This design comes from an exercise in tuning for small area on the open sky130 flow, not from production work. At most, simulation tests tie the RTL to the original design; equivalence was not proved. Power figures rest on the tool's default switching activity, not on a simulated workload.

the previous run:
## data_fetcher
module data_fetcher (
    input  logic                          clk,
    input  logic                          rst,
    input  logic                          start_i,
    input  logic                          step_i,
    input  logic [110:0]                  cfg_i,
    output logic [2:0]                    base_idx1_o,
    output logic [2:0]                    base_idx2_o,
    input  logic [15:0]                   base_data1_i,
    input  logic [15:0]                   base_data2_i,
    input  logic [8*8-1:0] fmap_rd1_i,
    input  logic [8*8-1:0] fmap_rd2_i,
    output logic [16:0]                   rd1_o,
    output logic [16:0]                   rd2_o,
    output logic [257:0]                  fifo_o,
    output logic                          matrix_done_o
);
Size: ~270 flip-flops, roughly 17000 um2 of cells after synthesis.
==> module data_fetcher, before the edit <==
module data_fetcher (
    input  logic                          clk,
    input  logic                          rst,
    input  logic                          start_i,
    input  logic                          step_i,
    input  logic [110:0]                  cfg_i,
    output logic [2:0]                    base_idx1_o,
    output logic [2:0]                    base_idx2_o,
    input  logic [15:0]                   base_data1_i,
    input  logic [15:0]                   base_data2_i,
    input  logic [8*8-1:0] fmap_rd1_i,
    input  logic [8*8-1:0] fmap_rd2_i,
    output logic [16:0]                   rd1_o,
    output logic [16:0]                   rd2_o,
    output logic [257:0]                  fifo_o,
    output logic                          matrix_done_o
);
    logic        input_mode;
    logic [15:0] ch_count;
    logic [3:0]  kw_count;
    logic [15:0] h_count;
    logic [15:0] w_count;
    logic [9:0]  k_count;
    logic [15:0] w_offset;
    logic [15:0] h_stride;
    logic [15:0] w_stride;
    assign {input_mode, ch_count, kw_count, h_count, w_count, k_count,
            w_offset, h_stride, w_stride} = cfg_i;
    logic        pend_q;     
    logic        act_q;      
    logic [2:0]  row_q;
    logic [15:0] ch_q;       
    logic [3:0]  kw_q;
    logic [15:0] h_q;
    logic [15:0] w_q;
    logic [9:0]  k_q;
    logic c_last, q_last, h_last, w_last, k_last;
    logic group_last, ch_wrap, window_last, h_wrap, w_wrap, all_last;
    assign c_last = (ch_q == 16'd1);
    assign q_last = (kw_q == 4'd1);
    assign h_last = (h_q == 16'd1);
    assign w_last = (w_q == 16'd1);
    assign k_last = (k_q == 10'd1);
    assign group_last  = act_q & (row_q == 3'd7);
    assign ch_wrap     = group_last & c_last;
    assign window_last = ch_wrap & q_last;
    assign h_wrap      = window_last & h_last;
    assign w_wrap      = h_wrap & w_last;
    assign all_last    = w_wrap & k_last;
    assign matrix_done_o = act_q & (row_q == 3'd6) & c_last & q_last &
                           h_last & w_last & k_last;
    always_ff @(posedge clk) begin
        if (rst) begin
            pend_q <= 1'b0;
            act_q  <= 1'b0;
            row_q  <= 3'd0;
        end else begin
            pend_q <= start_i | step_i;
            if (pend_q)
                act_q <= 1'b1;
            else if (window_last)
                act_q <= 1'b0;
            if (act_q)
                row_q <= row_q + 3'd1;
        end
    end
    logic [15:0] ch_dec;
    logic [3:0]  kw_dec;
    logic [15:0] h_dec;
    logic [15:0] w_dec;
    logic [9:0]  k_dec;
    assign ch_dec = ch_q - {15'd0, group_last};
    assign kw_dec = kw_q - {3'd0, ch_wrap};
    assign h_dec  = h_q  - {15'd0, window_last};
    assign w_dec  = w_q  - {15'd0, h_wrap};
    assign k_dec  = k_q  - {9'd0, w_wrap};
    always_ff @(posedge clk) begin
        ch_q <= (start_i | ch_wrap)     ? ch_count : ch_dec;
        kw_q <= (start_i | window_last) ? kw_count : kw_dec;
        h_q  <= (start_i | h_wrap)      ? h_count  : h_dec;
        w_q  <= (start_i | w_wrap)      ? w_count  : w_dec;
        k_q  <= (start_i | all_last)    ? k_count  : k_dec;
    end
    logic [15:0] kw_ofs_q;
    logic [15:0] win_q;
    logic [15:0] wac_q;
    logic [15:0] ofs_q;
    logic [15:0] add_a;
    logic [15:0] add_b;
    logic [15:0] add_s;
    logic        clr;
    assign clr = start_i | w_wrap;
    always_comb begin
        if (clr) begin
            add_a = 16'd0;
            add_b = 16'd0;
        end else if (window_last) begin
            add_a = h_last ? wac_q : win_q;
            add_b = h_last ? w_stride : h_stride;
        end else begin
            add_a = kw_ofs_q;
            add_b = w_offset;
        end
    end
    assign add_s = add_a + add_b;
    always_ff @(posedge clk) begin
        if (clr || ch_wrap)
            kw_ofs_q <= add_s;
        if (clr || window_last)
            win_q <= add_s;
        if (clr || h_wrap)
            wac_q <= add_s;
    end
    logic ofs_up, ofs_dn;
    assign ofs_up = act_q & (input_mode ? ~row_q[0] : (group_last & ~c_last));
    assign ofs_dn = act_q & input_mode & row_q[0] & (row_q != 3'd7);
    always_ff @(posedge clk) begin
        if (clr || ch_wrap)
            ofs_q <= add_s;
        else
            ofs_q[15:3] <= ofs_q[15:3] + {{12{ofs_dn}}, ofs_up | ofs_dn};
    end
    logic [15:0] addr1;
    logic [15:0] addr2;
    assign base_idx1_o = {row_q[2:1], row_q[0] & ~input_mode};
    assign base_idx2_o = {row_q[2:1], row_q[0] | input_mode};
    assign addr1 = base_data1_i + ofs_q;
    assign addr2 = base_data2_i + ofs_q;
    assign rd1_o = {act_q & (input_mode | ~addr1[15]), addr1};
    assign rd2_o = {act_q & (input_mode | addr2[15]), addr2};
    logic        v_q;        
    logic        odd_q;      
    logic        sel_q;      
    logic [2:0]  lane1_q;
    logic [2:0]  lane2_q;
    logic        wen0_q;
    logic        wen1_q;
    logic [63:0] line1_q;
    logic [63:0] line2_q;
    always_ff @(posedge clk) begin
        if (rst) begin
            v_q    <= 1'b0;
            wen0_q <= 1'b0;
            wen1_q <= 1'b0;
        end else begin
            v_q    <= act_q;
            wen0_q <= v_q & (odd_q == input_mode);
            wen1_q <= v_q & odd_q;
        end
    end
    assign odd_q = ~row_q[0];
    always_ff @(posedge clk) begin
        sel_q   <= addr1[15];
        lane1_q <= input_mode ? addr1[2:0] : 3'd0;
        lane2_q <= input_mode ? addr2[2:0] : 3'd0;
    end
    function automatic logic [63:0] rot_bytes(input logic [63:0] word,
                                              input logic [2:0]  lane);
        logic [127:0] dbl;
        dbl = {word, word} >> {lane, 3'b000};
        rot_bytes = dbl[63:0];
    endfunction
    logic [63:0] rot1;
    logic [63:0] rot2;
    assign rot1 = rot_bytes(fmap_rd1_i, lane1_q);
    assign rot2 = rot_bytes(fmap_rd2_i, lane2_q);
    logic [7:0] x1_sel, r1_sel, h1_sel;
    logic [7:0] x2_sel, r2_sel, h2_sel;
    logic [63:0] line1_d;
    logic [63:0] line2_d;
    always_comb begin
        for (int j = 0; j < 8; j++) begin
            x1_sel[j] = ~input_mode & sel_q;
            h1_sel[j] = input_mode & odd_q & (4'(j) + {1'b0, lane1_q} < 4'd8);
            r1_sel[j] = ~x1_sel[j] & ~h1_sel[j];
            x2_sel[j] = ~input_mode & ~sel_q;
            h2_sel[j] = input_mode & odd_q & (4'(j) + {1'b0, lane2_q} < 4'd8);
            r2_sel[j] = ~x2_sel[j] & ~h2_sel[j];
            line1_d[j*8 +: 8] = ({8{x1_sel[j]}} & fmap_rd2_i[j*8 +: 8]) |
                                ({8{h1_sel[j]}} & line1_q[j*8 +: 8]) |
                                ({8{r1_sel[j]}} & rot1[j*8 +: 8]);
            line2_d[j*8 +: 8] = ({8{x2_sel[j]}} & fmap_rd1_i[j*8 +: 8]) |
                                ({8{h2_sel[j]}} & line2_q[j*8 +: 8]) |
                                ({8{r2_sel[j]}} & rot2[j*8 +: 8]);
        end
    end
    always_ff @(posedge clk) begin
        line1_q <= line1_d;
        line2_q <= line2_d;
    end
    assign fifo_o = {wen0_q, wen1_q, 64'd0, line1_q, 64'd0, line2_q};
endmodule
Settings: LEC_CHECK=0, CAP_MARGIN=0, CORE_MARGIN=2, CORE_UTILIZATION=60, SLEW_MARGIN=0; clock period 6.0 ns.
standard.sh (not shown) runs the stock make flow with config.mk's settings and CLKGATE_MAP_FILE= SYNTH_SCRIPT=/design/flow/synth_recipe.tcl, a recipe that flattens the netlist after the stock synthesis.
==> flow/flow/run.sh <==
#!/bin/bash
# The standard layout (standard.sh), with three changes:
#  - synthesis maps the logic with an area-oriented ABC script (registers untouched),
#  - the port buffers use the smallest buffer cell,
#  - the clock tree uses small clusters of clkbuf_4/clkbuf_8 and no dummy loads.
set -euo pipefail
here=$(pwd)
rm -rf "$here/orfs_scripts"
cp -r "$FLOW_HOME/scripts" "$here/orfs_scripts"
printf '%s\n' '&get -n' '&st' '&dc2' '&syn2' '&dch -f' '&put' 'amap -m' \
  'topo' 'stime -c' 'buffer -c' 'upsize -c' 'dnsize -c' > "$here/orfs_scripts/abc_speed.script"
export SCRIPTS_DIR="$here/orfs_scripts"
export BUFFER_PORTS_ARGS="-buffer_cell sky130_fd_sc_hd__buf_1"
export CTS_ARGS="-sink_clustering_enable -repair_clock_nets -dont_use_dummy_load -buf_list {sky130_fd_sc_hd__clkbuf_4 sky130_fd_sc_hd__clkbuf_8} -sink_clustering_size 16 -sink_clustering_max_diameter 60"
bash standard.sh > standard_flow.log 2>&1
[inputs] the current run vs the previous run
-- flow/design.v --
<<< the previous run, line 74
    logic        act_q;      
    logic [2:0]  row_q;
    logic [15:0] ch_q;       
    logic [3:0]  kw_q;
>>> the current run, line 74
    logic        act_q;      
    logic [2:0]  row_q;
    logic        hi_q;       
    logic [15:0] ch_q;       
    logic [3:0]  kw_q;
<<< the previous run, line 99
            act_q  <= 1'b0;
            row_q  <= 3'd0;
        end else begin
            pend_q <= start_i | step_i;
            if (pend_q)
>>> the current run, line 100
            act_q  <= 1'b0;
            row_q  <= 3'd0;
            hi_q   <= 1'b0;
        end else begin
            hi_q   <= input_mode & (row_q[0] ^ act_q);
            pend_q <= start_i | step_i;
            if (pend_q)
<<< the previous run, line 126
        k_q  <= (start_i | all_last)    ? k_count  : k_dec;
    end
    logic [15:0] kw_ofs_q;
    logic [15:0] win_q;
    logic [15:0] wac_q;
    logic [15:0] ofs_q;
    logic [15:0] add_a;
    logic [15:0] add_b;
>>> the current run, line 129
        k_q  <= (start_i | all_last)    ? k_count  : k_dec;
    end
    logic [15:0] kwb_q;
    logic [15:0] winb_q;
    logic [15:0] wacb_q;
    logic [15:0] add_a;
    logic [15:0] add_b;
<<< the previous run, line 137
    always_comb begin
        if (clr) begin
            add_a = 16'd0;
            add_b = 16'd0;
        end else if (window_last) begin
            add_a = h_last ? wac_q : win_q;
            add_b = h_last ? w_stride : h_stride;
        end else begin
            add_a = kw_ofs_q;
            add_b = w_offset;
        end
>>> the current run, line 139
    always_comb begin
        if (clr) begin
            add_a = {ch_count[12:0], 3'b000};
            add_b = 16'd8;
        end else if (window_last) begin
            add_a = h_last ? wacb_q : winb_q;
            add_b = h_last ? w_stride : h_stride;
        end else begin
            add_a = kwb_q;
            add_b = w_offset;
        end
<<< the previous run, line 150
    always_ff @(posedge clk) begin
        if (clr || ch_wrap)
            kw_ofs_q <= add_s;
        if (clr || window_last)
            win_q <= add_s;
        if (clr || h_wrap)
            wac_q <= add_s;
    end
    logic ofs_up, ofs_dn;
    assign ofs_up = act_q & (input_mode ? ~row_q[0] : (group_last & ~c_last));
    assign ofs_dn = act_q & input_mode & row_q[0] & (row_q != 3'd7);
    always_ff @(posedge clk) begin
        if (clr || ch_wrap)
            ofs_q <= add_s;
        else
            ofs_q[15:3] <= ofs_q[15:3] + {{12{ofs_dn}}, ofs_up | ofs_dn};
    end
    logic [15:0] addr1;
    logic [15:0] addr2;
    assign base_idx1_o = {row_q[2:1], row_q[0] & ~input_mode};
    assign base_idx2_o = {row_q[2:1], row_q[0] | input_mode};
    assign addr1 = base_data1_i + ofs_q;
    assign addr2 = base_data2_i + ofs_q;
    assign rd1_o = {act_q & (input_mode | ~addr1[15]), addr1};
    assign rd2_o = {act_q & (input_mode | addr2[15]), addr2};
>>> the current run, line 152
    always_ff @(posedge clk) begin
        if (clr || ch_wrap)
            kwb_q <= add_s;
        if (clr || window_last)
            winb_q <= add_s;
        if (clr || h_wrap)
            wacb_q <= add_s;
    end
    logic        hi_word;    
    logic [12:0] ofs_hi;
    logic [15:0] row_ofs;
    logic [15:0] addr1;
    logic [15:0] addr2;
    assign hi_word     = hi_q;
    assign base_idx1_o = {row_q[2:1], row_q[0] & ~input_mode};
    assign base_idx2_o = {row_q[2:1], row_q[0] | input_mode};
    logic [13:0] ofs_cin;    
    assign ofs_cin = {kwb_q[15:3], 1'b1} + {~ch_q[12:0], hi_word};
    assign ofs_hi  = ofs_cin[13:1];
    assign row_ofs = {ofs_hi, kwb_q[2:0]};
    assign addr1   = base_data1_i + row_ofs;
    assign addr2   = base_data2_i + row_ofs;
    assign rd1_o = {act_q & (input_mode | ~addr1[15]), addr1};
    assign rd2_o = {act_q & (input_mode | addr2[15]), addr2};
Results
- Looking at distinct cell type count of the synthesized netlist, the current run sits about 1.6% above the previous run.
- Delta (the current run minus the previous run): post-placement setup slack fell 0.11 ns, synthesized-area fraction occupied by xor and xnor cells about even, clock buffer instance count of the final layout fell about 11%, total power rose 10%.
- Going from the previous run to the current run, the number of non-filler instances in the completed layout was found to have gone down by about 1.8%.
- Where minimum period implied by the final worst setup slack is concerned, the previous run is better than the current run.
- The flow completed for the current run, but it is not clean: the layout still shows negative setup slack.
No functional check of the RTL was part of the current run.

[static timing again, ports no longer ideal]
No port has a modelled driver above. Below, the same layouts with a new extraction and two added sets of constraints. Step 1 sets driving cells, clkbuf_16 on the clock port and buf_2 on the other inputs (assumed; they add their load-dependent delay and slew). Step 2 moves the port delays by t, midway between the first and last clock arrival at a register: inputs arrive t later, outputs are due t later. That takes back most of the time a late clock gives input paths. Three values: no drivers, after step 1, after step 2; two values: the first two.
run	t, ns	setup WS [ns]	worst slew at a driven data input, ns	pins driven straight from the clock port
the previous run	0.641	0.406 / 0.405 / 0.405	0.12	1
the current run	0.621	-0.036 / -0.087 / 0.183	0.12	1
For the previous run, which loses most, drivers alone change the setup slack by -0.001 ns; drivers and shift together by -0.001 ns.
